Background: an optimization exercise with open tools, aiming at small area, a short achievable clock period and few clock cycles per item. Do not read the settings as production practice. At most, simulation tests tie the RTL to the original design; equivalence was not proved. The RTL of runs 5 and 6 was laid out without a check of its function.

--- design/flow/design.v ---
`default_nettype none
package lcg_rr_pkg;
   localparam int WORD_W  = 32;
   localparam int GEN_W   = 31;
   localparam int RAW_W   = 15;
   localparam int RAW_LSB = 16;
   localparam int STEPS   = 2;
   localparam int DIV_W   = RAW_W + STEPS - 1;
   localparam int NRM_N   = (STEPS == 1) ? 4 : (STEPS <= 3) ? 3 : 2;
   localparam int CNT_W   = NRM_N + 1;
   localparam logic [GEN_W-1:0] LCG_ADD = 31'd2531011;
endpackage
`default_nettype wire
`default_nettype none
import lcg_rr_pkg::*;
module lcg_ranged_random_with_checksum (
   input  wire logic              clock,
   input  wire logic              reset,
   input  wire logic              req_valid,
   output      logic              req_ready,
   input  wire logic              req_opcode,
   input  wire logic [WORD_W-1:0] req_seed_value,
   input  wire logic [WORD_W-1:0] req_lower_limit,
   input  wire logic [WORD_W-1:0] req_upper_limit,
   output      logic              rsp_valid,
   input  wire logic              rsp_ready,
   output      logic [WORD_W-1:0] rsp_value,
   output      logic [WORD_W-1:0] rsp_checksum,
   output      logic              rsp_span_error
);
   localparam int HI_W = WORD_W - RAW_W;
   logic              busy_ff;
   logic [GEN_W-1:0]  gen_ff;
   logic [WORD_W-1:0] chk_ff;
   logic [WORD_W-1:0] lower_ff;
   logic [RAW_W-1:0]  rem_ff;
   logic [DIV_W-1:0]  div_ff;
   logic [CNT_W-1:0]  cnt_ff;
   logic              zero_ff;
   logic              done, take, accept, draw;
   logic [GEN_W-1:0]  gen_next;
   logic [RAW_W-1:0]  d;
   logic              borrow;
   logic [HI_W-1:0]   up_hi, lo_hi, hi_x, lo_pre;
   logic              eq_lo, eq_hi, inc_hi;
   logic              span_zero, span_small;
   logic [DIV_W-1:0]  div_init;
   logic [NRM_N-1:0]  nrm_m;
   logic [RAW_W-1:0]  rem_step;
   logic [RAW_W-1:0]  diff;
   logic              dborrow;
   logic [DIV_W-1:0]  dj;
   logic [RAW_W-1:0]  sum_lo;
   logic              sum_c;
   logic [HI_W-1:0]   lower_hi1;
   logic [WORD_W-1:0] value;
   assign done      = busy_ff && (cnt_ff == '0);
   assign take      = done && rsp_ready;
   assign req_ready = !busy_ff || take;
   assign accept    = req_valid && req_ready;
   assign draw      = !req_opcode;
   assign gen_next  = gen_ff + (gen_ff << 10) + (gen_ff << 14) + (gen_ff << 18)
                      - (gen_ff << 2) - (gen_ff << 16) + LCG_ADD;
   assign {borrow, d} = {1'b0, req_upper_limit[RAW_W-1:0]} - {1'b0, req_lower_limit[RAW_W-1:0]};
   assign up_hi = req_upper_limit[WORD_W-1:RAW_W];
   assign lo_hi = req_lower_limit[WORD_W-1:RAW_W];
   assign hi_x  = up_hi ^ lo_hi;
   always_comb begin
      lo_pre[0] = 1'b1;
      for (int i = 1; i < HI_W; i++) lo_pre[i] = lo_pre[i-1] & lo_hi[i-1];
   end
   assign eq_lo      = (req_upper_limit[RAW_W-1:0] == req_lower_limit[RAW_W-1:0]);
   assign eq_hi      = (hi_x == '0);
   assign inc_hi     = (hi_x == lo_pre);
   assign span_zero  = eq_lo && eq_hi;
   assign span_small = borrow ? inc_hi : (eq_hi && !eq_lo);
   always_comb begin
      div_init = DIV_W'(d) << (STEPS - 1);
      for (int b = NRM_N - 1; b >= 0; b--) begin
         if ((div_init & ({DIV_W{1'b1}} << (DIV_W - (STEPS << b)))) == '0) begin
            div_init = div_init << (STEPS << b);
            nrm_m[b] = 1'b1;
         end else begin
            nrm_m[b] = 1'b0;
         end
      end
   end
   always_comb begin
      rem_step = rem_ff;
      for (int j = 0; j < STEPS; j++) begin
         dj = div_ff >> j;
         {dborrow, diff} = {1'b0, rem_step} - {1'b0, dj[RAW_W-1:0]};
         if (!dborrow && ((dj >> RAW_W) == '0)) rem_step = diff;
      end
   end
   assign {sum_c, sum_lo} = {1'b0, lower_ff[RAW_W-1:0]} + {1'b0, rem_ff};
   assign lower_hi1      = lower_ff[WORD_W-1:RAW_W] + 1'b1;
   assign value          = {sum_c ? lower_hi1 : lower_ff[WORD_W-1:RAW_W], sum_lo};
   assign rsp_valid      = done;
   assign rsp_value      = value;
   assign rsp_checksum   = chk_ff ^ (zero_ff ? '0 : value);
   assign rsp_span_error = zero_ff;
   always_ff @(posedge clock) begin
      if (reset) begin
         busy_ff <= 1'b0;
         gen_ff  <= '0;
         chk_ff  <= '0;
      end else begin
         if (accept) begin
            busy_ff <= 1'b1;
         end else if (take) begin
            busy_ff <= 1'b0;
         end
         if (accept) begin
            gen_ff <= draw ? gen_next : req_seed_value[GEN_W-1:0];
         end
         if (accept && !draw) begin
            chk_ff <= '0;
         end else if (take) begin
            chk_ff <= rsp_checksum;
         end
      end
   end
   always_ff @(posedge clock) begin
      if (accept) begin
         lower_ff <= draw ? req_lower_limit : '0;
         rem_ff   <= (draw && !span_zero) ? gen_next[RAW_LSB +: RAW_W] : '0;
         zero_ff  <= draw && span_zero;
         cnt_ff   <= (draw && span_small) ? CNT_W'(nrm_m) + 1'b1 : '0;
         div_ff   <= div_init;
      end else if (busy_ff && cnt_ff != '0) begin
         rem_ff   <= rem_step;
         div_ff   <= div_ff >> STEPS;
         cnt_ff   <= cnt_ff - 1'b1;
      end
   end
endmodule
`default_nettype wire
--- design/flow/flow/run.sh ---
#!/bin/bash
# Standard layout, with the port buffers drawn from the smallest buffer cell.
set -euo pipefail
export BUFFER_PORTS_ARGS="-buffer_cell sky130_fd_sc_hd__buf_1"
bash standard.sh > standard_flow.log 2>&1
--- design/flow/standard.sh ---
#!/bin/bash
# synth_recipe.tcl (not shown) runs the flow's synth.tcl, then flattens the netlist and writes it again
# the make line also repeats each setting of config.mk as NAME=value (left out here)
make -C /OpenROAD-flow-scripts/flow DESIGN_CONFIG=/design/flow/config.mk WORK_HOME=/design/flow/orfs CLKGATE_MAP_FILE= SYNTH_SCRIPT=/design/flow/synth_recipe.tcl "${@:-finish}"
--- design/flow/config.mk ---
export PLATFORM = sky130hd
export DESIGN_NAME = lcg_ranged_random_with_checksum
export DESIGN_NICKNAME = lcg_ranged_random_with_checksum
export VERILOG_FILES = /design/flow/design.v
export SDC_FILE = /design/flow/constraint.sdc
export NUM_CORES = 4
export LEC_CHECK = 0
export ABC_AREA = 1
export CAP_MARGIN = 20
export CORE_MARGIN = 2
export CORE_UTILIZATION = 40
export SETUP_SLACK_MARGIN = 3.0
export SLEW_MARGIN = 20
--- design/flow/constraint.sdc ---
create_clock -name core_clock -period 7.5 [get_ports {clock}]
set_input_delay 1.5000 -clock core_clock [delete_from_list [all_inputs] [get_ports {clock}]]
set_output_delay 1.5000 -clock core_clock [all_outputs]
set_load 0.01 [all_outputs]
==> results of run 1 <==
## through the flow
stage	instance area, um2	std cells	hold slack (ns)
floorplan	14100	1931	0.454
global placement	15200	2516	0.460
detailed placement	15200	2516	0.469
CTS	16400	2579	0.479
global route	17500	2626	0.496
finish	17500	2627	0.480
## cells by family after synthesis
family | count (synthesis) | synth area share [%]
adder cells (fa/ha/maj) | 218 | 22.9
XOR/XNOR | 136 | 8.43
multiplexers | 1 | 0.0797
AO/OA/AOI/OAI | 301 | 12.2
flip-flops | 132 | 23.5
buffers and inverters | 386 | 10.4
AND/OR/NAND/NOR | 757 | 22.5
## final timing paths
path	depth (start not counted)	endpoint	startpoint	slack, ns
setup / recovery	14	rsp_checksum[29]	rem_ff[3]	2.84
hold / removal	2	chk_ff[2]	chk_ff[2]	0.48
setup reg to reg	20	rem_ff[8]	rem_ff[2]	2.97
hold reg to reg	2	chk_ff[2]	chk_ff[2]	0.48
## worst min-delay path: stages, from the launching register on
cell     delay, ns
dfxtp_1       0.32
nand2_1       0.06
a21oi_1       0.05
## registers in the layout, summed over array words and instances (netlist names)
register / cells
busy_ff: 1
chk_ff: 32
cnt_ff: 4
div_ff: 16
gen_ff: 31
lower_ff: 32
rem_ff: 15
zero_ff: 1
## layout by cell type, fill, tap and decap left out, types with 10 or more instances in the layout
master and count:
fa_1 62, nand4_1 17, nand3_1 72, nand2_2 38, buf_6 10, buf_4 69
nand2_1 438, a21oi_2 20, dfxtp_4 11, dfxtp_1 48, nor2_1 124, xnor2_1 42
xor2_2 13, buf_1 147, nand3_2 11, inv_1 315, inv_2 21, ha_4 24
o21ai_1 20, clkbuf_16 17, nor3_1 10, o21ai_0 65, clkinvlp_4 10, ha_1 122
a21oi_1 82, o21ai_2 11, edfxtp_1 68, a31oi_1 29, o21bai_1 23, xor2_1 78
## cell type report
class | instances | area [um2] | share of cell area [%]
clock buffer | 18 | 429 | 2.45
tap | 455 | 569 | 3.25
multi-input combinational | 1413 | 10300 | 58.5
clock inverter | 14 | 213 | 1.21
antenna | 1 | 2.50 | 0.0143
inverter | 343 | 1320 | 7.51
timing repair inverter | 3 | 22.5 | 0.128
sequential | 132 | 3370 | 19.2
timing repair buffer | 248 | 1350 | 7.71
## layer usage
metal,up-vias,GRT usage (%),part of all wire [%]
met1,6399,31.2,46
li1,6657,-,-
met3,67,3.62,6.2
met4,0,7.37,2.5
met2,394,36.0,46
met5,-,0,0
## timing repair
action / in CTS / in global routing
endpoints found under the hold margin: 0 / 0
setup buffers: 29 / 46
setup endpoints to repair: 46 / 51
pin swaps: 31 / 66
hold buffers: 0 / 0
resized for setup: 94 / 187
cloned: 2 / 1
==> results.txt, run 1 <==
Global route:
- The initial antenna violation count is 1.
- The number of global-route vias before repair is 12400.
- For this run the aggregate overflow at the end of global routing stands at 0.
- Entering global routing, the biggest net connects 67 pins.
- The first global-routing pass estimated 64200 um of wire.
- Global routing used 22.6% of the available tracks across all layers.

Detailed routing:
- The final layout contains routed wiring with a total length of 42700 um.
- Across all layers, the routed design uses 13500 vias.
- Dividing the detail-routed via count by the number of cells gives 5.15.
- The DRC violations left is 0.
- The number of detailed-routing iterations run before antenna repair is 5.
- The first routing iteration left 795 violations.
- After detailed routing, the average wire length per cell comes to 16.2 um.
- Once detail routing completed, the nets flagged for antenna violations numbered 0.

Hold path:
- The worst hold path belongs to the class reg -> reg.

Die:
- The area of the placeable core is 34600 um2.
- The initial utilization of the core area, before any placement, comes to 40.8%.
- The initialized floorplan defines 68 standard-cell rows.
- From left edge to right edge, the die measures 192 um.
- 168 I/O pins were placed.
- The vertical die dimension is 192 um.
- The die covers 36800 um2.

STA:
- The total negative slack is 0 ns.
- In this run the tightest slew margin relative to its limit is 32.4%.
- The worst-case setup margin in the final layout is 2.84 ns.
- Setup repair after global routing could not meet its margin everywhere.
- The final number of max-transition violations is 0.
- The share of the clock period used by the worst path is 62.2%.
- Timing would allow up to 214 MHz.
- The final setup skew is 0.0101 ns.
- For the pin with the worst max-slew slack, the measured transition is 1.01 ns.
- Setup violations remaining at the end of the flow were counted as 0.
- For the finished layout, the period the worst path requires is 4.66 ns.
- The final count of hold timing violations came to 0.

Worst setup path:
- STA classifies the critical path endpoint as an output port.
- The data required time at the worst endpoint is 6.00 ns.
- Traced cell by cell, the critical path runs through buf_6 -> ha_4 -> inv_4 -> nor3_2 -> nand2_1 -> o211ai_1 -> nand3_1 -> nand2_4 -> nand4_1 -> nor2_1 -> xor2_1 -> nor2_1 -> xor2_1 -> buf_2.
- The cell family with the largest share of critical-path delay is simple AND/OR/NAND/NOR gates.
- The category of the worst setup path launch point is a flip-flop.
- The critical path class is reg -> out.
- The critical path's slowest cell is edfxtp_1.
- The critical path data arrival time is 3.16 ns.
- The number of buffer and inverter instances along the worst setup path is 3.
- Of all nets on the critical path, the largest fanout is 5.
- On the worst path, the slowest cell contributes a delay of 0.48 ns.

Placement:
- OpenSTA, run right after detailed placement, puts the worst setup slack at 1.93 ns.
- The global placer's final weighted congestion is 0.893.
- The final HPWL from detailed placement is 32500 um.
- The number of buffers inserted by port buffering is 166.

Clocking:
- Clock-pin slew was measured on the worst setup and hold paths at 0.07 ns.
- The later-pin clock latency in the skew report is 0.44 ns.
- The TritonCTS clock tree is yes.
- The number of sinks on the clock net is 132.
- The H-tree depth is 4.
- The longest clock path from root to sink contains 2 buffers.
- The tree is rooted in a clkbuf_16.
- In this run, CTS created clock tree buffers numbering 17.

Synthesis:
- After synthesis, the mean cell area works out to 7.32 um2.
- The biggest area contributor in the post-synthesis netlist is edfxtp_1.
- The portion of synthesized cell area occupied by the leading cell type is 14.5%.
- The proportion of register bits with asynchronous set or reset after synthesis is 0%.
- The total of flip-flops plus latches after synthesis is 132.
- The number of nets in the synthesized netlist is 2250.
- The number of synthesized flops with an enable pin is 68.
- The number of instances in the synthesized netlist is 1931.
- In this run the cell area of the synthesized design comes to 14100 um2.
- The total number of yosys warnings is 1.
- Ranked by total cell area, the synthesized netlist is headed by edfxtp_1, ha_1, nand2_1.
- The cell with the most instances after synthesis is nand2_1.
- The post-synthesis cell type count is 46.
- Counting instances in the post-synthesis netlist gives the leading cell types as nand2_1, inv_1, ha_1.
- The sequential cell area fraction in the yosys report is 23.5%.
- For this run, the leading register cell type out of synthesis is edfxtp_1.

Finish:
- Once layout is complete, the utilization of the core stands at 50.6%.
- The filler cells instantiated in the layout total 3378.
- Compared with the post-synthesis result, the final layout area differs by 24.1%.
- The fraction of layout cells with a size suffix above 1 is 16.7%.
- The net count of the finished layout is 2477.

Job:
- The max-cap check violation count is 0.

Status:
- The flow ran to the end and the layout has no timing, DRC or antenna violations.
Testbench counts, summed over its fixed seeds: cycles 8,196, items 3,200.
==> run 2, diff against run 1 <==
--- a/design/flow/config.mk
+++ b/design/flow/config.mk
@@ -9,5 +9,5 @@
 export CAP_MARGIN = 20
 export CORE_MARGIN = 2
 export CORE_UTILIZATION = 40
-export SETUP_SLACK_MARGIN = 3.0
+export SETUP_SLACK_MARGIN = 2.5
 export SLEW_MARGIN = 20
==> run 2 against run 1 <==
Effect of this change:
- non-clock buffer count is 61 lower
- via count is 3.8% lower
- synthesized cell count stayed put
- worst setup slack worse by 0.22 ns
- worst hold slack better by 0.00093 ns
- still clean
- sequential share of layout area is 1.5 points higher
- register-to-register slack worse by 0.35 ns
==> results.txt, run 2 <==
Status:
- The flow ran to the end and the layout has no timing, DRC or antenna violations.

Synthesis:
- The number of instances in the synthesized netlist is 1931 (unchanged).
- The post-synthesis cell type count is 46 (unchanged).
- The synthesized netlist net count was 2250 (unchanged).
- After synthesis, the cell types taking the most area are edfxtp_1, ha_1, nand2_1.
- The most area-hungry cell type in the Yosys netlist is edfxtp_1.
- The flip-flop cell with the highest count after synthesis is edfxtp_1.
- The synthesized area is 14100 um2 (unchanged).
- The portion of synthesized cell area occupied by the leading cell type is 14.5% (unchanged).
- The total of flip-flops plus latches after synthesis is 132 (unchanged).
- The mean area per synthesized cell was 7.32 um2 (unchanged).
- The number of synthesized flops with an enable pin is 68 (unchanged).
- The proportion of register bits with asynchronous set or reset after synthesis is 0% (unchanged).
- The sequential cell area fraction in the yosys report is 23.5% (unchanged).
- nand2_1 is the most common cell in the netlist.
- In the synthesized netlist, the cells that appear most often are nand2_1, inv_1, ha_1.
- The total number of yosys warnings was 1 (unchanged).

Clocking:
- The H-tree depth is 4 (unchanged).
- The later-pin clock latency in the skew report is 0.43 ns (about the same).
- CTS placed an instance of clkbuf_16 at the clock tree root.
- The CTS clock-pin slew for the worst setup and hold paths is 0.07 ns (about the same).
- TritonCTS built the clock tree.
- The number of sinks on the clock net is 132 (unchanged).
- The maximum root-to-sink buffer count was 2 (unchanged).
- The number of buffers inserted for hold repair after clock tree synthesis is 0 (unchanged).
- The clock buffer count from CTS is 17 (unchanged).

Finish:
- Compared with the post-synthesis result, the final layout area differs by 14.2%.
- The fraction of layout cells with a size suffix above 1 is 6.59% (-10 points).
- The fill cell instance count of the final layout is 3557 (+5.3%).
- In the layout the commonest cells are nand2_1, inv_1, buf_1.
- The area of the multi-input gates was 9490 um2 (-7.5%).
- The total number of nets in the final design was 2415 (-2.5%).
- The share of the core filled with cells in the final layout came to 46.6% (-4.0 points).
- The total non-filler cell area in the finished layout is 16100 um2 (-8.0%).
- The largest registers in the layout are chk_ff (32), lower_ff (32), gen_ff (31).
- The combined flip-flop and latch cell area is 3340 um2 (-0.93%).
- The most frequent standard cell in the layout excluding fill and tap cells is nand2_1.

STA:
- The worst-case setup margin in the final layout came to 2.62 ns (-0.218 ns).
- The final setup skew is 0.0101 ns (-0.0000311 ns).
- Setup repair after global routing could not meet its margin everywhere.
- The worst hold margin was 0.481 ns (+0.000932 ns).
- The final number of max-transition violations came to 0 (unchanged).
- The share of the clock period used by the worst path was 65.1% (+2.9 points).
- The measured slew at the worst slew-check pin came to 1.01 ns (-0.00782 ns).
- The maximum frequency from static timing analysis is 205 MHz (-4.5%).
- The final count of hold timing violations came to 0 (unchanged).
- The shortest clock period the worst path allows after layout is 4.88 ns (+0.218 ns).
- The worst relative slew slack is 32.9% (+0.52 points).
- The final-report setup violation count is 0 (unchanged).
- The total negative slack is 0 ns (unchanged).

Worst setup path:
- The critical path's slowest cell is dfxtp_1.
- The critical path endpoint category is a flip-flop.
- The most frequent cell on the critical path is fa_1.
- The critical path class is reg -> reg.
- The worst setup path is launched from a flip-flop.
- The maximum fanout encountered on the critical timing path is 6 (+1).
- Walking the worst path, the cells encountered are fa_1 -> fa_1 -> inv_1 -> fa_1 -> inv_1 -> fa_1 -> ha_1 -> nand2_1 -> nor4_2 -> nand4_1 -> nand3_1 -> a21oi_1 -> o21ai_2 -> o21ai_0.
- The stage delay of the slowest cell on the critical path was 0.58 ns (+0.10 ns).
- The data required time at the worst endpoint is 7.65 ns (+1.65 ns).
- The number of buffer and inverter instances along the worst setup path was 2 (-1).
- Among cell families on the critical path, the largest total delay comes from adder cells.
- The critical path data arrival time came to 5.04 ns (+1.88 ns).

Placement:
- The placed instance area is 15200 um2 (unchanged).
- The final HPWL from detailed placement is 32500 um (unchanged).
- The worst slack at placement is 1.93 ns (unchanged).
- The number of buffers inserted by port buffering is 166 (unchanged).
- The global placer's final weighted congestion is 0.893 (unchanged).

Detailed routing:
- The via density per instance is 5.07 (-1.4%).
- The post-detailed-route count of antenna-violating nets is 0 (unchanged).
- The average detailed-routed wire length per instance was 15.8 um (-2.7%).
- The number of DRC violations after detailed-routing iteration 0 is 768 (-3.4%).
- The detailed-route via count is 13000 (-3.8%).
- The number of detailed-routing iterations run before antenna repair is 5 (unchanged).
- The sum of routed wire length over all layers came to 40500 um (-5.0%).
- The DRC violations left was 0 (unchanged).

Die:
- The count of standard-cell rows was 68 (unchanged).
- The die area is 36800 um2 (unchanged).
- The die boundary width is 192 um (unchanged).
- The number of primary I/O pins is 168 (unchanged).
- The initial core utilization is 40.8% (unchanged).
- The vertical die dimension is 192 um (unchanged).
- The area of the placeable core came to 34600 um2 (unchanged).

Global route:
- The initial antenna violation count was 0 (-1).
- The number of global-route vias before repair is 12000 (-2.9%).
- The first-pass GRT wire length is 62600 um (-2.5%).
- The aggregate global-route resource usage is 22.0% (-0.56 points).
- The total overflow reported by the global router is 0 (unchanged).
- The largest net degree at the start of global routing came to 67 (unchanged).

Hold path:
- The path category of the worst min-delay check is reg -> reg.

Job:
- The max-cap check violation count is 0 (unchanged).
## run 2: cell counts after synthesis
Identical to the previous run, type by type.
## run 2: tightest hold or removal path, delay by kind of cell, from the launching register on
kind / cells / cell delay (ns)
AND/OR/NAND/NOR: 1 / 0.06
flip-flops: 1 / 0.32
AO/OA/AOI/OAI: 1 / 0.05
## run 2: per-stage QoR
| stage | cells |
|---|---|
| floorplan | 1931 |
| global placement | 2516 |
| detailed placement | 2516 |
| CTS | 2553 |
| global route | 2564 |
| finish | 2565 |
## run 2: logic make-up after synthesis
| group | share of synthesized area [%] |
|---|---|
| compound gates | 12.2 |
| flops | 23.5 |
| fa+ha+maj | 22.9 |
| xor+xnor | 8.43 |
| simple gates | 22.5 |
| mux | 0.0797 |
| buf+inv | 10.4 |
## run 2: timing repair
action                     in CTS  in global routing
gates resized for setup        14                 45
cloned                          2                  0
setup endpoints to repair      15                 23
pin swaps                       0                  6
buffers inserted                3                 11
## run 2: path summary, 6_finish.rpt
kind,slack [ns],depth (start not counted),from,end
hold / removal,0.48,2,chk_ff[2],chk_ff[2]
hold reg to reg,0.48,2,chk_ff[2],chk_ff[2]
setup reg to reg,2.62,14,gen_ff[3],rem_ff[14]
setup / recovery,2.62,14,gen_ff[3],rem_ff[14]
## run 2: per-layer routing
layer	up-vias	part of all wire [%]	global-route usage, %
met4	0	2.2	7.07
met5	-	0	0
met1	6132	48	31.1
met3	43	4.7	3.27
li1	6534	-	-
met2	298	45	34.5
## run 2: layout make-up
type,instances,area share [%]
antenna,1,0.0155
clock inverter,14,1.32
clock buffer,18,2.66
multi-input combinational,1413,58.8
timing repair buffer,187,4.85
timing repair inverter,2,0.0930
tap,455,3.53
sequential,132,20.7
inverter,343,8.05
==> run 3, diff against run 2 <==
--- a/design/flow/config.mk
+++ b/design/flow/config.mk
@@ -8,6 +8,7 @@
 export ABC_AREA = 1
 export CAP_MARGIN = 20
 export CORE_MARGIN = 2
-export CORE_UTILIZATION = 40
+export CORE_UTILIZATION = 65
+export PLACE_DENSITY = 0.75
 export SETUP_SLACK_MARGIN = 2.5
 export SLEW_MARGIN = 20
==> run 3 against run 2 <==
Effect of this change:
- critical path depth up 3
- area after synthesis is the same
- die area fell by 38%
- wire length is 2.1% lower
- via count up 3.1%
- sequential cell count unchanged
- sequential share of layout area is 0.52 points higher
- synthesized cell count is the same
- global-route usage rose by 13 points
==> results.txt, run 3 <==
Die:
- The die boundary width was 151 um (-21%).
- The number of primary I/O pins is 168 (unchanged).
- The area of the placeable core is 21200 um2 (-39%).
- The count of standard-cell rows was 53 (-22%).
- The vertical die dimension is 151 um (-21%).
- The die area is 22900 um2 (-38%).
- The initial core utilization is 66.8% (+26 points).

Placement:
- The global placer's final weighted congestion is 0.964 (+7.9%).
- The instance count after placement with tap cells included is 2336 (-7.2%).
- The number of buffers inserted by port buffering is 166 (unchanged).
- The placed instance area is 15000 um2 (-1.5%).
- The worst slack at placement is 2.08 ns (+0.147 ns).
- The final HPWL from detailed placement is 31400 um (-3.3%).

Worst setup path:
- The maximum fanout encountered on the critical timing path is 5 (-1).
- The stage delay of the slowest cell on the critical path is 0.54 ns (-0.04 ns).
- The data required time at the worst endpoint was 7.77 ns (+0.12 ns).
- The critical path data arrival time came to 5.09 ns (+0.05 ns).
- The signal on the critical path passes through inv_1 -> fa_1 -> inv_1 -> fa_1 -> fa_1 -> fa_1 -> ha_1 -> a21oi_1 -> o21ai_0 -> a21oi_1 -> nand3_1 -> nand2_1 -> nand2_1 -> a21boi_1 -> xor2_1 -> nand2_1 -> o22ai_1.
- Among all stages on the critical path, the largest delay is contributed by fa_1.
- The category of the worst setup path launch point is a flip-flop.
- By instance count, the cell type seen most on the critical path is fa_1.
- In this design, the largest share of critical-path delay is due to adder cells.
- The critical path endpoint category is a flip-flop.
- By startpoint and endpoint, the worst setup path is classified as reg -> reg.
- The number of buffer and inverter instances along the worst setup path is 2 (unchanged).

Detailed routing:
- The detailed-route via count was 13400 (+3.1%).
- The number of DRC violations after detailed-routing iteration 0 is 1097 (+43%).
- The via density per instance is 5.63 (+11%).
- The average detailed-routed wire length per instance is 16.7 um (+5.5%).
- The post-detailed-route count of antenna-violating nets is 0 (unchanged).
- The number of detailed-routing iterations run before antenna repair is 5 (unchanged).
- The DRC violations left was 0 (unchanged).
- The sum of routed wire length over all layers is 39700 um (-2.1%).

STA:
- The worst-case setup margin in the final layout is 2.68 ns (+0.0582 ns).
- The worst relative slew slack is 28.9% (-4.0 points).
- The final-report setup violation count was 0 (unchanged).
- The shortest clock period the worst path allows after layout is 4.82 ns (-0.0582 ns).
- The final setup skew was 0.00995 ns (-0.000105 ns).
- Setup repair after global routing could not meet its margin everywhere.
- The total negative slack is 0 ns (unchanged).
- The final number of max-transition violations is 0 (unchanged).
- The share of the clock period used by the worst path is 64.3% (-0.78 points).
- The maximum frequency from static timing analysis was 207 MHz (+1.2%).
- The final count of hold timing violations is 0 (unchanged).
- The measured slew at the worst slew-check pin is 1.06 ns (+0.0596 ns).

Synthesis:
- The synthesized netlist net count is 2250 (unchanged).
- The most area-hungry cell type in the Yosys netlist is edfxtp_1.
- The number of instances in the synthesized netlist came to 1931 (unchanged).
- The synthesized area came to 14100 um2 (unchanged).
- By count the netlist is led by nand2_1, inv_1, ha_1.
- The sequential cell area fraction in the yosys report was 23.5% (unchanged).
- The total number of yosys warnings is 1 (unchanged).
- The cell with the most instances after synthesis is nand2_1.
- The portion of synthesized cell area occupied by the leading cell type is 14.5% (unchanged).
- The proportion of register bits with asynchronous set or reset after synthesis came to 0% (unchanged).
- The mean area per synthesized cell is 7.32 um2 (unchanged).
- Ranked by total cell area, the synthesized netlist is headed by edfxtp_1, ha_1, nand2_1.
- The number of synthesized flops with an enable pin is 68 (unchanged).
- The post-synthesis cell type count was 46 (unchanged).
- The total of flip-flops plus latches after synthesis is 132 (unchanged).
- For this run, the leading register cell type out of synthesis is edfxtp_1.

Clocking:
- The TritonCTS clock tree is yes.
- The later-pin clock latency in the skew report came to 0.43 ns (about the same).
- The clock buffer count from CTS is 17 (unchanged).
- The H-tree depth is 4 (unchanged).
- The clock tree root driver cell is clkbuf_16.
- The maximum root-to-sink buffer count is 2 (unchanged).
- The number of buffers inserted for hold repair after clock tree synthesis is 0 (unchanged).
- The CTS clock-pin slew for the worst setup and hold paths is 0.06 ns (about the same).
- The number of sinks on the clock net is 132 (unchanged).

Finish:
- The final cell count without fillers came to 2381 (-7.2%).
- The diode insertion count for antenna repair was 0 (-1).
- The total non-filler cell area in the finished layout is 15800 um2 (-2.2%).
- The largest registers in the layout are chk_ff (32), lower_ff (32), gen_ff (31).
- The synthesis-to-layout area growth is 11.7%.
- In the layout the commonest cells are nand2_1, inv_1, buf_1.
- Leaving out fill and tap cells, the most frequent cell in the layout is nand2_1.
- The total number of nets in the final design is 2413 (-0.083%).
- The fraction of layout cells with a size suffix above 1 was 6.22% (-0.37 points).

Global route:
- The first-pass GRT wire length was 61200 um (-2.2%).
- The met3 track utilization from global routing is 7.56% (+4.3 points).
- The total overflow reported by the global router is 0 (unchanged).
- The most heavily used metal layer in global routing is met2.
- The number of global-route vias before repair is 12300 (+2.8%).
- The aggregate global-route resource usage is 34.7% (+13 points).
- The global-route met1 utilization is 47.3% (+16 points).
- The largest net degree at the start of global routing is 67 (unchanged).
- The initial antenna violation count came to 0 (unchanged).
- The fraction of met2 tracks used by global routing is 54.5% (+20 points).

Job:
- The max-cap check violation count is 0 (unchanged).

Hold path:
- In this run the worst hold path is classified as reg -> reg.

Status:
- The run finished with no timing, DRC or antenna violations.
-- run 3: worst paths after layout --
path                                 start          to  slack [ns]  depth (start not counted)
worst max register to register  gen_ff[10]  rem_ff[12]        2.68                         17
worst min-delay path             chk_ff[0]   chk_ff[0]        0.48                          2
worst max-delay path            gen_ff[10]  rem_ff[12]        2.68                         17
worst min register to register   chk_ff[0]   chk_ff[0]        0.48                          2
-- run 3: worst reg2reg max path, stage by stage, from the launching register on --
cell      delay (ns)
dfxtp_2         0.47
inv_1           0.18
fa_1            0.54
inv_1           0.05
fa_1            0.48
fa_1            0.48
fa_1            0.47
ha_1            0.38
a21oi_1         0.22
o21ai_0         0.14
a21oi_1         0.15
nand3_1         0.18
nand2_1         0.10
nand2_1         0.08
a21boi_1        0.18
xor2_1          0.17
nand2_1         0.19
o22ai_1         0.20
-- run 3: per-stage QoR --
stage,hold slack (ns),util (%)
global placement,0.461,70.7
CTS,0.481,73.5
detailed placement,0.471,70.7
floorplan,0.454,-
finish,0.484,74.6
global route,0.514,74.6
-- run 3: cells by family after synthesis --
kind of cell / count (synthesis) / synth area share, %
DFF: 132 / 23.5
muxes: 1 / 0.0797
buffers and inverters: 386 / 10.4
adders and majority gates: 218 / 22.9
xor gates and xnor gates: 136 / 8.43
AOI/OAI and AO/OA: 301 / 12.2
and+or+nand+nor: 757 / 22.5
-- run 3: repair_timing --
item                                    4_1_cts  5_1_grt
gates resized for setup                      10       47
endpoints found under the hold margin         0        0
pin swaps                                     0        7
setup buffers                                 0       12
endpoints found under the setup margin       14       24
cloned                                        1        1
-- run 3: final cells by class --
cell class | instances | area (um2)
clock buffer | 22 | 498
clock inverter | 9 | 66.3
fill | 1719 | 5380
inverter | 343 | 1300
multi-input combinational | 1413 | 9440
sequential | 132 | 3350
tap | 275 | 344
timing repair buffer | 185 | 766
timing repair inverter | 2 | 12.5
-- run 3: metal layers --
metal | wire, um | share of wire, % | vias up
met3 | 3970 | 10 | 89
met1 | 17200 | 43 | 6236
met5 | 0 | 0 | -
met4 | 1140 | 2.9 | 0
met2 | 17400 | 44 | 556
li1 | - | - | 6526
==> run 4, diff against run 3 <==
==> design/flow/run.sh (new file) <==
#!/bin/bash
# synth_recipe.tcl (not shown) runs the flow's synth.tcl, then flattens the netlist and writes it again
# the make line also repeats each setting of config.mk as NAME=value (left out here)
make -C /OpenROAD-flow-scripts/flow DESIGN_CONFIG=/design/flow/config.mk WORK_HOME=/design/flow/orfs CLKGATE_MAP_FILE= SYNTH_SCRIPT=/design/flow/synth_recipe.tcl finish
--- a/design/flow/config.mk
+++ b/design/flow/config.mk
@@ -8,7 +8,6 @@
 export ABC_AREA = 1
 export CAP_MARGIN = 20
 export CORE_MARGIN = 2
-export CORE_UTILIZATION = 65
-export PLACE_DENSITY = 0.75
+export CORE_UTILIZATION = 40
 export SETUP_SLACK_MARGIN = 2.5
 export SLEW_MARGIN = 20
removed: design/flow/flow/run.sh
removed: design/flow/standard.sh
==> run 4 against run 3 <==
Effect of this change:
- critical path type unchanged
- die area is 61% higher
- non-clock buffer count is 14 higher
- still clean
- synthesized cell count stayed put
- area after synthesis stayed put
- critical endpoint is now rem_ff[7]
- worst hold slack worse by 0.0070 ns
==> results.txt, run 4 <==
Global route:
- The largest net degree at the start of global routing is 67 (unchanged).
- The first-pass GRT wire length is 65000 um (+6.3%).
- The total overflow reported by the global router is 0 (unchanged).
- The number of global-route vias before repair was 12200 (-1.2%).
- The initial antenna violation count was 0 (unchanged).
- The aggregate global-route resource usage is 22.7% (-12 points).

Worst setup path:
- The maximum fanout encountered on the critical timing path is 12 (+7).
- The critical path data arrival time is 5.06 ns (-0.03 ns).
- The cell family with the largest share of critical-path delay is compound AO/OA/AOI/OAI gates.
- The cell that appears most often on the critical path is o21ai_0.
- STA classifies the critical path startpoint as a flip-flop.
- The number of buffer and inverter instances along the worst setup path is 3 (+1).
- The critical path class is reg -> reg.
- The critical path's slowest cell is edfxtp_1.
- The reg2reg setup slack is 2.58 ns (-0.09 ns).
- The critical path endpoint category is a flip-flop.
- The stage delay of the slowest cell on the critical path is 0.44 ns (-0.10 ns).
- The data required time at the worst endpoint was 7.64 ns (-0.13 ns).
- The signal on the critical path passes through buf_4 -> ha_1 -> nand2_1 -> o21ai_0 -> nor2_1 -> o21ai_2 -> nand3_2 -> a21oi_4 -> clkinvlp_2 -> o21ai_0 -> ha_1 -> nand2_1 -> o21a_1 -> o221ai_1 -> a21oi_4 -> clkinvlp_4 -> o21ai_0 -> o22ai_1.

Detailed routing:
- The sum of routed wire length over all layers is 41400 um (+4.4%).
- The average detailed-routed wire length per instance is 16.1 um (-3.5%).
- The number of DRC violations after detailed-routing iteration 0 is 884 (-19%).
- The DRC violations left came to 0 (unchanged).
- The detailed-route via count is 13100 (-2.6%).
- The via density per instance is 5.07 (-10%).
- The number of detailed-routing iterations run before antenna repair was 5 (unchanged).
- The post-detailed-route count of antenna-violating nets came to 0 (unchanged).

Synthesis:
- Ranked by instance count, the synthesized netlist is headed by nand2_1, inv_1, ha_1.
- The mean area per synthesized cell was 7.32 um2 (unchanged).
- The proportion of register bits with asynchronous set or reset after synthesis was 0% (unchanged).
- The post-synthesis cell type count is 46 (unchanged).
- The total number of yosys warnings was 1 (unchanged).
- The portion of synthesized cell area occupied by the leading cell type is 14.5% (unchanged).
- The number of instances in the synthesized netlist is 1931 (unchanged).
- The flip-flop cell with the highest count after synthesis is edfxtp_1.
- The sequential cell area fraction in the yosys report was 23.5% (unchanged).
- The number of synthesized flops with an enable pin came to 68 (unchanged).
- Ranked by total cell area, the synthesized netlist is headed by edfxtp_1, ha_1, nand2_1.
- The synthesized area was 14100 um2 (unchanged).
- Among all cell types in the netlist, the one instantiated most often is nand2_1.
- The synthesized netlist net count is 2250 (unchanged).
- edfxtp_1 takes more of the synthesized area than any other cell.
- The total of flip-flops plus latches after synthesis is 132 (unchanged).

Die:
- The number of primary I/O pins is 168 (unchanged).
- The initial core utilization was 40.8% (-26 points).
- The area of the placeable core is 34600 um2 (+64%).
- The count of standard-cell rows came to 68 (+28%).
- The die area was 36800 um2 (+61%).
- The vertical die dimension is 192 um (+27%).
- The die boundary width is 192 um (+27%).

Placement:
- The number of buffers inserted by port buffering is 166 (unchanged).
- The placed instance area is 16200 um2 (+8.5%).
- The global placer's final weighted congestion is 0.914 (-5.2%).
- The final HPWL from detailed placement was 32700 um (+4.1%).

Finish:
- In the final layout, the registers with the most flip-flops are chk_ff (32), lower_ff (32), gen_ff (31).
- The share of the core filled with cells in the final layout is 50.1% (-24 points).
- The total number of nets in the final design is 2428 (+0.62%).
- The fraction of layout cells with a size suffix above 1 came to 7.68% (+1.5 points).
- The most frequent standard cell in the layout excluding fill and tap cells is nand2_1.
- The top cell types in the final layout, fill and taps aside, are nand2_1, inv_1, clkdlybuf4s50_1.
- The area growth from synthesis to layout is 22.9%.
- The total non-filler cell area in the finished layout is 17400 um2 (+10%).
- The diode insertion count for antenna repair is 0 (unchanged).

STA:
- The measured slew at the worst slew-check pin is 1.01 ns (-0.0541 ns).
- The total negative slack was 0 ns (unchanged).
- The worst relative slew slack was 32.5% (+3.6 points).
- Setup repair after global routing could not meet its margin everywhere.
- The final-report setup violation count came to 0 (unchanged).
- The final number of max-transition violations is 0 (unchanged).
- The final count of hold timing violations is 0 (unchanged).
- The final setup skew is 0.0123 ns (+0.00233 ns).
- The share of the clock period used by the worst path came to 65.5% (+1.2 points).
- The maximum frequency from static timing analysis was 203 MHz (-1.9%).
- The shortest clock period the worst path allows after layout is 4.92 ns (+0.0917 ns).

Clocking:
- The clock tree root driver cell is clkbuf_16.
- The maximum root-to-sink buffer count is 2 (unchanged).
- The H-tree depth is 4 (unchanged).
- The number of sinks on the clock net is 132 (unchanged).
- The CTS clock-pin slew for the worst setup and hold paths came to 0.07 ns (about the same).
- The clock buffer count from CTS is 17 (unchanged).
- TritonCTS built the clock tree.
- The later-pin clock latency in the skew report is 0.44 ns (about the same).

Job:
- The max-cap check violation count is 0 (unchanged).

Hold path:
- The tightest min-delay check is of the reg -> reg type.

Status:
- The run finished with no timing, DRC or antenna violations.
[run 4: routing by layer]
layer | vias up | global-route usage [%] | wire, um
li1 | 6545 | - | -
met1 | 6142 | 32.2 | 19600
met4 | 0 | 4.44 | 492
met2 | 344 | 36.6 | 18800
met5 | - | 0 | 0
met3 | 23 | 3.44 | 2460
[run 4: logic make-up after synthesis]
| logic type | Yosys count | share of synthesized area (%) |
|---|---|---|
| xor gates and xnor gates | 136 | 8.43 |
| adders and majority gates | 218 | 22.9 |
| muxes | 1 | 0.0797 |
| and+or+nand+nor | 757 | 22.5 |
| AOI/OAI and AO/OA | 301 | 12.2 |
| buffers and inverters | 386 | 10.4 |
| DFF | 132 | 23.5 |
[run 4: tightest hold or removal path: stages, from the launching register on]
cell     delay [ns]
dfxtp_1        0.32
nand2_1        0.06
a21oi_1        0.05
[run 4: what timing repair did]
item / CTS / global route
setup endpoints to repair: 30 / 34
hold buffers: 0 / 0
cloned: 3 / 0
pin swaps: 6 / 9
resized for setup: 31 / 50
buffers inserted: 14 / 11
[run 4: through the flow]
stage | setup slack (ns) | cells | hold slack, ns
4_1_cts | 2.50 | 2566 | 0.480
3_3_place_gp | 2.04 | 2517 | 0.463
5_1_grt | 2.29 | 2577 | 0.499
3_5_place_dp | 1.96 | 2517 | 0.470
2_1_floorplan | 3.17 | 1931 | 0.454
6_report | 2.58 | 2577 | 0.478
[run 4: final cells by class]
type,instances,area [um2]
well taps,455,569
clock buffers,22,518
inverters,343,1300
fillers,3393,17300
repair buffers,199,1930
multi-input cells,1413,9570
repair inverters,3,20.0
flip-flops and latches,132,3340
clock inverters,10,104
[run 4: worst paths after layout]
| path | startpoint | end | cells past startpoint |
|---|---|---|---|
| min | chk_ff[1] | chk_ff[1] | 2 |
| max | rem_ff[4] | rem_ff[7] | 18 |
| max reg2reg | rem_ff[4] | rem_ff[7] | 18 |
| min reg2reg | chk_ff[1] | chk_ff[1] | 2 |
==> run 5, diff against run 4 <==
--- a/design/flow/design.v
+++ b/design/flow/design.v
@@ -4,9 +4,10 @@
    localparam int GEN_W   = 31;
    localparam int RAW_W   = 15;
    localparam int RAW_LSB = 16;
-   localparam int STEPS   = 2;
-   localparam int DIV_W   = RAW_W + STEPS - 1;
-   localparam int NRM_N   = (STEPS == 1) ? 4 : (STEPS <= 3) ? 3 : 2;
+   localparam int R4      = 1;
+   localparam int QB      = 2 * R4;
+   localparam int DIV_W   = RAW_W + QB - 2;
+   localparam int NRM_N   = (QB == 2) ? 3 : 2;
    localparam int CNT_W   = NRM_N + 1;
    localparam logic [GEN_W-1:0] LCG_ADD = 31'd2531011;
 endpackage
@@ -47,12 +48,7 @@
    logic [DIV_W-1:0]  div_init;
    logic [NRM_N-1:0]  nrm_m;
    logic [RAW_W-1:0]  rem_step;
-   logic [RAW_W-1:0]  diff;
-   logic              dborrow;
-   logic [DIV_W-1:0]  dj;
-   logic [RAW_W-1:0]  sum_lo;
-   logic              sum_c;
-   logic [HI_W-1:0]   lower_hi1;
+   logic [DIV_W+2:0]  e1, e2, r1, r2, r3;
    logic [WORD_W-1:0] value;
    assign done      = busy_ff && (cnt_ff == '0);
    assign take      = done && rsp_ready;
@@ -75,10 +71,10 @@
    assign span_zero  = eq_lo && eq_hi;
    assign span_small = borrow ? inc_hi : (eq_hi && !eq_lo);
    always_comb begin
-      div_init = DIV_W'(d) << (STEPS - 1);
+      div_init = DIV_W'(d) << (QB - 2);
       for (int b = NRM_N - 1; b >= 0; b--) begin
-         if ((div_init & ({DIV_W{1'b1}} << (DIV_W - (STEPS << b)))) == '0) begin
-            div_init = div_init << (STEPS << b);
+         if ((div_init & ({DIV_W{1'b1}} << (DIV_W - (QB << b)))) == '0) begin
+            div_init = div_init << (QB << b);
             nrm_m[b] = 1'b1;
          end else begin
             nrm_m[b] = 1'b0;
@@ -87,15 +83,18 @@
    end
    always_comb begin
       rem_step = rem_ff;
-      for (int j = 0; j < STEPS; j++) begin
-         dj = div_ff >> j;
-         {dborrow, diff} = {1'b0, rem_step} - {1'b0, dj[RAW_W-1:0]};
-         if (!dborrow && ((dj >> RAW_W) == '0)) rem_step = diff;
+      for (int j = 0; j < R4; j++) begin
+         e1 = {3'b000, div_ff >> (2 * j)};
+         e2 = e1 << 1;
+         r1 = {{(DIV_W+3-RAW_W){1'b0}}, rem_step} - e1;
+         r2 = {{(DIV_W+3-RAW_W){1'b0}}, rem_step} - e2;
+         r3 = {{(DIV_W+3-RAW_W){1'b0}}, rem_step} - e2 - e1;
+         if (!r3[DIV_W+2])      rem_step = r3[RAW_W-1:0];
+         else if (!r2[DIV_W+2]) rem_step = r2[RAW_W-1:0];
+         else if (!r1[DIV_W+2]) rem_step = r1[RAW_W-1:0];
       end
    end
-   assign {sum_c, sum_lo} = {1'b0, lower_ff[RAW_W-1:0]} + {1'b0, rem_ff};
-   assign lower_hi1      = lower_ff[WORD_W-1:RAW_W] + 1'b1;
-   assign value          = {sum_c ? lower_hi1 : lower_ff[WORD_W-1:RAW_W], sum_lo};
+   assign value          = lower_ff + {{HI_W{1'b0}}, rem_ff};
    assign rsp_valid      = done;
    assign rsp_value      = value;
    assign rsp_checksum   = chk_ff ^ (zero_ff ? '0 : value);
@@ -130,7 +129,7 @@
          div_ff   <= div_init;
       end else if (busy_ff && cnt_ff != '0) begin
          rem_ff   <= rem_step;
-         div_ff   <= div_ff >> STEPS;
+         div_ff   <= div_ff >> QB;
          cnt_ff   <= cnt_ff - 1'b1;
       end
    end
==> run 5 against run 4 <==
Effect of this change:
- worst setup slack worse by 0.0047 ns
- area after synthesis is 2.9% higher
- final area is 2.5% higher
- sequential share of layout area is 0.73 points lower
- clock skew is 0.0041 ns lower
- wire length is 3.8% higher
- via count is 2.8% higher
- non-clock buffer count is 5 higher
- maximum frequency hardly changed
- count of clock-buffer cells in the layout is 2 lower
- highest routed layer unchanged
==> results.txt, run 5 <==
Status:
- The run finished with no timing, DRC or antenna violations.

Synthesis:
- The post-synthesis cell type count is 48 (+4.3%).
- The total of flip-flops plus latches after synthesis was 131 (-0.76%).
- The number of synthesized flops with an enable pin was 67 (-1.5%).
- The synthesized area is 14500 um2 (+2.9%).
- Ranked by total cell area, the synthesized netlist is headed by ha_1, edfxtp_1, nand2_1.
- The synthesized netlist net count is 2330 (+3.6%).
- Yosys instantiated no cell more often than nand2_1.
- The number of instances in the synthesized netlist is 1997 (+3.4%).
- The biggest area contributor in the post-synthesis netlist is ha_1.
- The mean area per synthesized cell is 7.28 um2 (-0.49%).
- For this run, the leading register cell type out of synthesis is edfxtp_1.
- The portion of synthesized cell area occupied by the leading cell type is 14.1% (-0.34 points).
- The total number of yosys warnings is 1 (unchanged).
- By count the netlist is led by nand2_1, inv_1, ha_1.
- The sequential cell area fraction in the yosys report was 22.7% (-0.87 points).
- The proportion of register bits with asynchronous set or reset after synthesis is 0% (unchanged).

Finish:
- The total number of nets in the final design was 2510 (+3.4%).
- The combined flip-flop and latch cell area is 3300 um2 (-1.3%).
- The fraction of layout cells with a size suffix above 1 was 7.72% (+0.035 points).
- The share of the core filled with cells in the final layout is 49.9% (-0.22 points).
- The largest registers in the layout are chk_ff (32), lower_ff (32), gen_ff (31).
- In the layout the commonest cells are nand2_1, inv_1, ha_1.
- The synthesis-to-layout area growth is 22.4%.
- The most frequent standard cell in the layout excluding fill and tap cells is nand2_1.
- The area of the multi-input gates is 9980 um2 (+4.3%).
- The fill cell instance count of the final layout is 3515 (+3.6%).

Worst setup path:
- The critical path class is reg -> out.
- By instance count, the cell type seen most on the critical path is nand2_1.
- The critical path endpoint category is an output port.
- The critical path's slowest cell is clkdlybuf4s50_1.
- The maximum fanout encountered on the critical timing path is 4 (-8).
- The stage delay of the slowest cell on the critical path is 0.53 ns (+0.09 ns).
- The number of buffer and inverter instances along the worst setup path was 3 (unchanged).
- The critical path goes through ha_4 -> nand3_1 -> nand3_1 -> a21oi_2 -> o21ai_2 -> nand2_1 -> nand2_2 -> nand2_4 -> nor2_2 -> nand2_1 -> xor2_1 -> inv_1 -> nand2_1 -> xor2_1 -> inv_1 -> clkdlybuf4s50_1.
- The critical path data arrival time is 3.42 ns (-1.64 ns).
- Grouping stages by cell kind, the critical path spends the most delay in simple AND/OR/NAND/NOR gates.
- The data required time at the worst endpoint is 6.00 ns (-1.64 ns).
- The worst setup path is launched from a flip-flop.

STA:
- The total negative slack is 0 ns (unchanged).
- The final setup skew is 0.00817 ns (-0.00411 ns).
- The final number of max-transition violations is 0 (unchanged).
- The measured slew at the worst slew-check pin is 0.991 ns (-0.0199 ns).
- Setup repair after global routing could not meet its margin everywhere.
- The final count of hold timing violations was 0 (unchanged).
- The final-report setup violation count was 0 (unchanged).
- The share of the clock period used by the worst path came to 65.6% (about the same).
- The shortest clock period the worst path allows after layout came to 4.92 ns (+0.00467 ns).
- The maximum frequency from static timing analysis is 203 MHz (about the same).
- The worst relative slew slack is 33.9% (+1.3 points).

Detailed routing:
- The DRC violations left is 0 (unchanged).
- The number of DRC violations after detailed-routing iteration 0 is 922 (+4.3%).
- The via density per instance is 5.06 (-0.12%).
- The post-detailed-route count of antenna-violating nets was 0 (unchanged).
- The sum of routed wire length over all layers is 43000 um (+3.8%).
- The detailed-route via count is 13400 (+2.8%).
- The number of detailed-routing iterations run before antenna repair is 5 (unchanged).
- The average detailed-routed wire length per instance is 16.2 um (+0.86%).

Global route:
- The number of global-route vias before repair was 12800 (+5.3%).
- The met3 track utilization from global routing is 3.09% (-0.35 points).
- The total overflow reported by the global router is 0 (unchanged).
- The largest net degree at the start of global routing was 58 (-13%).
- The fraction of met2 tracks used by global routing is 36.4% (-0.20 points).
- The first-pass GRT wire length is 67500 um (+3.9%).
- The global-route met1 utilization came to 31.9% (-0.24 points).
- The aggregate global-route resource usage is 22.7% (+0.049 points).
- The initial antenna violation count was 1 (+1).
- The most heavily used metal layer in global routing is met2.

Clocking:
- The number of sinks on the clock net is 131 (-0.76%).
- The H-tree depth is 4 (unchanged).
- The clock buffer count from CTS is 17 (unchanged).
- The CTS clock-pin slew for the worst setup and hold paths is 0.06 ns (about the same).
- The later-pin clock latency in the skew report is 0.45 ns (about the same).
- The number of buffers inserted for hold repair after clock tree synthesis is 0 (unchanged).
- The clock tree root driver cell is clkbuf_16.
- The TritonCTS clock tree is yes.
- The maximum root-to-sink buffer count is 2 (unchanged).

Job:
- The max-cap check violation count is 0 (unchanged).

Placement:
- The final HPWL from detailed placement is 34900 um (+6.7%).
- The global placer's final weighted congestion is 0.898 (-1.7%).
- The number of buffers inserted by port buffering was 166 (unchanged).

Die:
- The vertical die dimension is 195 um (+1.4%).
- The number of primary I/O pins is 168 (unchanged).
- The die area is 37900 um2 (+2.9%).
- The count of standard-cell rows is 69 (+1.5%).
- The initial core utilization is 40.8% (about the same).
- The die boundary width came to 195 um (+1.4%).
- The area of the placeable core is 35700 um2 (+3.0%).

Hold path:
- The path class of the tightest hold or removal check is reg -> reg.
==> run 5: cell count changes in the layout (fill, tap and decap cells not counted), moves of 7 or more <==
cell	change
a21oi_1	+43
inv_1	+25
o21ai_0	+16
o21bai_1	-14
nand2_1	-12
ha_1	+10
nor2_1	-10
dfxtp_1	+8
o21ai_1	-7
xnor2_1	-7
xor2_1	+7
==> run 5: path summary, 6_finish.rpt <==
path,cells past startpoint,slack (ns),end,from
worst min-delay path,2,0.48,chk_ff[0],chk_ff[0]
worst min register to register,2,0.48,chk_ff[0],chk_ff[0]
worst max register to register,18,2.76,rem_ff[11],gen_ff[5]
worst max-delay path,16,2.58,rsp_checksum[31],rem_ff[2]
==> run 5: timing repair <==
item                       in CTS  in global routing
gates resized for setup        28                 43
setup endpoints to repair      41                 71
pin swaps                      10                 15
setup buffers                  10                 21
==> run 5: worst register-to-register path: cells and delay by family, from the launching register on <==
kind | cells | cell delay (ns)
DFF | 1 | 0.42
and+or+nand+nor | 4 | 0.57
adders and majority gates | 5 | 2.21
AOI/OAI and AO/OA | 5 | 0.96
buffers and inverters | 4 | 0.35
==> run 5: cell type report <==
class	count	area share [%]
clock inverter	12	0.598
tap	461	3.24
inverter	367	7.76
sequential	131	18.5
clock buffer	20	2.75
multi-input combinational	1456	56.1
antenna	1	0.0141
timing repair buffer	204	11.0
==> run 5: cell families (layout without fill, tap and decap cells) <==
| kind of cell | count (synthesis) | after routing | synth area share (%) |
|---|---|---|---|
| flops | 131 | 131 | 22.7 |
| xor+xnor | 135 | 135 | 8.13 |
| simple gates | 749 | 749 | 21.9 |
| fa+ha+maj | 232 | 232 | 23.5 |
| buf+inv | 410 | 603 | 10.7 |
| other cells | 0 | 1 | 0 |
| compound gates | 340 | 340 | 13.1 |
==> run 5: through the flow <==
| stage | setup WS (ns) | std cells | instance area [um2] | hold slack [ns] |
|---|---|---|---|---|
| 2_1_floorplan | 3.18 | 1997 | 14500 | 0.453 |
| 3_3_place_gp | 1.95 | 2588 | 16700 | 0.461 |
| 3_5_place_dp | 1.84 | 2588 | 16700 | 0.471 |
| 4_1_cts | 2.46 | 2630 | 17400 | 0.480 |
| 5_1_grt | 2.40 | 2651 | 17800 | 0.499 |
| 6_report | 2.58 | 2652 | 17800 | 0.478 |
==> run 5: metal layers <==
layer  vias to the layer above  routed length (um)
met1                      6297               20700
li1                       6785                   -
met2                       287               19600
met3                        49                1820
met4                         0                 821
met5                         -                   0
==> run 6, diff against run 5 <==
--- a/design/flow/config.mk
+++ b/design/flow/config.mk
@@ -9,5 +9,5 @@
 export CAP_MARGIN = 20
 export CORE_MARGIN = 2
 export CORE_UTILIZATION = 40
-export SETUP_SLACK_MARGIN = 2.5
+export SETUP_SLACK_MARGIN = 3.2
 export SLEW_MARGIN = 20
==> run 6 against run 5 <==
Effect of this change:
- clock skew up 0.0030 ns
- wire length up 9.7%
- worst hold slack about the same
- maximum frequency up 8.7%
- critical path depth down 1
==> results.txt, run 6 <==
Clocking:
- The later-pin clock latency in the skew report is 0.44 ns (about the same).
- TritonCTS built the clock tree.
- The CTS clock-pin slew for the worst setup and hold paths is 0.06 ns (about the same).
- The number of sinks on the clock net is 131 (unchanged).
- The clock tree root driver cell is clkbuf_16.
- The number of buffers inserted for hold repair after clock tree synthesis is 0 (unchanged).
- The H-tree depth is 4 (unchanged).
- The maximum root-to-sink buffer count is 2 (unchanged).
- The clock buffer count from CTS is 17 (unchanged).

Finish:
- The synthesis-to-layout area growth is 38.5%.
- Leaving out fill and tap cells, the most frequent cells in the layout are nand2_1, inv_1, buf_4.
- In the final layout, the registers with the most flip-flops are chk_ff (32), lower_ff (32), gen_ff (31).
- The final cell count without fillers is 2761 (+4.1%).
- The library cell used most frequently in the layout, excluding fill and tap cells, is nand2_1.
- The total number of nets in the final design is 2619 (+4.3%).
- The fraction of layout cells with a size suffix above 1 is 23.4% (+16 points).
- The fill cell instance count of the final layout was 3295 (-6.3%).
- The share of the core filled with cells in the final layout is 56.5% (+6.6 points).
- The total non-filler cell area in the finished layout is 20100 um2 (+13%).

Worst setup path:
- The critical register-to-register path startpoint is rem_ff[1].
- The worst setup path is captured at an output port.
- The depth of the worst register-to-register path is 31 (+13).
- By startpoint and endpoint, the worst setup path is classified as reg -> out.
- The number of stages on the worst setup path is 15 (-1).
- The reg2reg setup slack is 3.12 ns (+0.36 ns).
- The maximum fanout encountered on the critical timing path came to 5 (+1).
- The stage delay of the slowest cell on the critical path is 0.50 ns (-0.03 ns).
- The critical path ends at rsp_checksum[30].
- Among all stages on the critical path, the largest delay is contributed by edfxtp_1.
- Traced cell by cell, the critical path runs through ha_4 -> a21oi_1 -> o21ai_1 -> a21oi_1 -> o21ai_4 -> nand3_4 -> nand2_4 -> nand2_8 -> nor3_4 -> xor2_2 -> buf_4 -> nand2_1 -> nand2_1 -> nand2_1 -> buf_2.
- The worst setup path is launched from a flip-flop.
- The cell family with the largest share of critical-path delay is compound AO/OA/AOI/OAI gates.
- The data required time at the worst endpoint is 6.00 ns (about the same).
- In this run the worst setup path begins at rem_ff[7].
- The most frequent cell on the critical path is nand2_1.
- The number of buffer and inverter instances along the worst setup path is 2 (-1).
- The endpoint of the worst register-to-register path is rem_ff[13].
- The critical path data arrival time was 3.03 ns (-0.39 ns).

Detailed routing:
- The detailed-route via count is 14100 (+5.3%).
- The sum of routed wire length over all layers is 47100 um (+9.7%).
- The average detailed-routed wire length per instance is 17.1 um (+5.3%).
- The post-detailed-route count of antenna-violating nets was 0 (unchanged).
- The number of detailed-routing iterations run before antenna repair is 8 (+3).
- The via density per instance is 5.12 (+1.1%).
- The DRC violations left is 0 (unchanged).
- The number of DRC violations after detailed-routing iteration 0 came to 982 (+6.5%).

STA:
- The worst relative slew slack is 49.8% (+16 points).
- The final count of hold timing violations is 0 (unchanged).
- The final number of max-transition violations is 0 (unchanged).
- The final-report setup violation count was 0 (unchanged).
- The shortest clock period the worst path allows after layout is 4.53 ns (-0.395 ns).
- The worst-case setup margin in the final layout is 2.97 ns (+0.395 ns).
- The final setup skew was 0.0112 ns (+0.00298 ns).
- The share of the clock period used by the worst path is 60.3% (-5.3 points).
- The total negative slack is 0 ns (unchanged).
- The maximum frequency from static timing analysis came to 221 MHz (+8.7%).
- The measured slew at the worst slew-check pin came to 0.752 ns (-0.238 ns).
- Setup repair after global routing could not meet its margin everywhere.

Global route:
- The total overflow reported by the global router is 0 (unchanged).
- The largest net degree at the start of global routing came to 58 (unchanged).
- The first-pass GRT wire length came to 70400 um (+4.3%).
- The aggregate global-route resource usage is 23.6% (+0.94 points).
- The number of global-route vias before repair is 13600 (+6.1%).
- The initial antenna violation count is 2 (+1).

Synthesis:
- The proportion of register bits with asynchronous set or reset after synthesis is 0% (unchanged).
- The commonest cells after synthesis are nand2_1, inv_1, ha_1.
- The number of instances in the synthesized netlist came to 1997 (unchanged).
- The post-synthesis cell type count is 48 (unchanged).
- The synthesized netlist net count is 2330 (unchanged).
- The flip-flop cell with the highest count after synthesis is edfxtp_1.
- The synthesized area is 14500 um2 (unchanged).
- The total number of yosys warnings is 1 (unchanged).
- The synthesized design spends more area on one cell type than any other, namely ha_1.
- Yosys attributes the largest share of cell area to ha_1, edfxtp_1, nand2_1.
- The number of synthesized flops with an enable pin came to 67 (unchanged).
- The total of flip-flops plus latches after synthesis came to 131 (unchanged).
- The portion of synthesized cell area occupied by the leading cell type came to 14.1% (unchanged).
- The sequential cell area fraction in the yosys report is 22.7% (unchanged).
- The cell with the most instances after synthesis is nand2_1.
- The mean area per synthesized cell is 7.28 um2 (unchanged).

Hold path:
- The path category of the worst min-delay check is reg -> reg.

Job:
- The max-cap check violation count is 0 (unchanged).

Die:
- The area of the placeable core is 35700 um2 (unchanged).
- The number of primary I/O pins is 168 (unchanged).
- The initial core utilization is 40.8% (unchanged).
- The die area is 37900 um2 (unchanged).
- The count of standard-cell rows is 69 (unchanged).
- The die boundary width was 195 um (unchanged).
- The vertical die dimension is 195 um (unchanged).

Placement:
- The global placer's final weighted congestion is 0.934 (+4.0%).
- The instance count after placement with tap cells included is 2588 (unchanged).
- The worst slack at placement is 2.21 ns (+0.376 ns).
- The final HPWL from detailed placement was 34900 um (about the same).
- The number of buffers inserted by port buffering is 166 (unchanged).
- The placed instance area is 16700 um2 (unchanged).

Status:
- The flow ran to the end and the layout has no timing, DRC or antenna violations.
-- run 6: cell types whose count changed in the layout (fill, tap and decap cells not counted), moves of 25 or more --
cell,delta
a21oi_1,-32
buf_6,+28
clkdlybuf4s50_1,-48
inv_1,-26
a21oi_2,+25
o21ai_0,-28
nand2_1,-30
ha_4,+37
buf_4,+80
ha_1,-41
-- run 6: worst min-delay path by stage --
| stage | from | cells past startpoint | endpoint |
|---|---|---|---|
| after floorplan | chk_ff[2] | 2 | chk_ff[2] |
| after global placement | chk_ff[0] | 2 | chk_ff[0] |
| after detailed placement | chk_ff[0] | 2 | chk_ff[0] |
| after CTS | chk_ff[0] | 2 | chk_ff[0] |
| after global routing | chk_ff[1] | 2 | chk_ff[1] |
| final | chk_ff[0] | 2 | chk_ff[0] |
-- run 6: what timing repair did --
action	4_1_cts	5_1_grt
endpoints found under the setup margin	185	109
buffers inserted	82	55
cloned	0	2
gates resized for setup	340	249
pin swaps	69	117
-- run 6: cell families after synthesis --
logic type | Yosys count | synth area share (%)
DFF | 131 | 22.7
buffers and inverters | 410 | 10.7
xor gates and xnor gates | 135 | 8.13
AOI/OAI and AO/OA | 340 | 13.1
and+or+nand+nor | 749 | 21.9
adders and majority gates | 232 | 23.5
-- run 6: per-layer routing --
metal,wire (um),track usage [%]
met3,2260,3.14
met5,0,0
met4,786,6.15
met2,22700,39.6
met1,21400,32.1
-- run 6: cell type report --
cell class              instances  area (um2)  share of cell area (%)
multi-input cells            1456       11400                    56.5
clock inverters                15         190                   0.945
repair buffers                313        2820                    14.0
inverters                     367        1400                    6.95
diodes                          1        2.50                  0.0124
clock buffers                  17         425                    2.11
flip-flops and latches        131        3350                    16.6
well taps                     461         577                    2.86
-- run 6: per-stage QoR --
step | hold slack, ns
2_1_floorplan | 0.453
3_3_place_gp | 0.461
3_5_place_dp | 0.468
4_1_cts | 0.477
5_1_grt | 0.516
6_report | 0.478
-- run 6: worst register-to-register path: cells and delay by family (launching register included) --
| family | cells | cell delay [ns] |
|---|---|---|
| and+or+nand+nor | 12 | 0.83 |
| xor gates and xnor gates | 1 | 0.24 |
| adders and majority gates | 3 | 0.79 |
| DFF | 1 | 0.46 |
| buffers and inverters | 12 | 1.37 |
| AOI/OAI and AO/OA | 3 | 0.45 |

==> separate check: timing with driven ports <==
Ports are ideal in the flow. The routed layouts listed here were re-timed in OpenROAD.
Step 1, drivers: a clkbuf_16 drives clock and a buf_2 each remaining input, both assumed.
Step 2 moves the port delays by t, midway between the first and last clock arrival at a register: inputs arrive t later, outputs are due t later. That takes back most of the time a late clock gives input paths.
a / b / c = ideal ports / drivers / drivers and shift; a / b = the first two.
run | shift t [ns] | slack for setup (ns) | clock arrival spread, ns | worst slew at a driven data input, ns
run 1 | 0.487 | 2.836 / 2.785 / 2.813 | 0.012 / 0.012 | 0.07
run 2 | 0.481 | 2.617 / 2.617 / 2.617 | 0.012 / 0.012 | 0.06
run 3 | 0.480 | 2.676 / 2.676 / 2.676 | 0.010 / 0.011 | 0.05
run 4 | 0.483 | 2.584 / 2.584 / 2.439 | 0.012 / 0.012 | 0.06
run 5 | 0.500 | 2.579 / 2.526 / 2.391 | 0.009 / 0.009 | 0.07
run 6 | 0.491 | 2.974 / 2.921 / 2.805 | 0.014 / 0.015 | 0.07
After both steps every run listed still meets setup and hold. The setup slack of run 5, which loses most, moves by -0.053 ns with the drivers and by -0.188 ns with both steps.
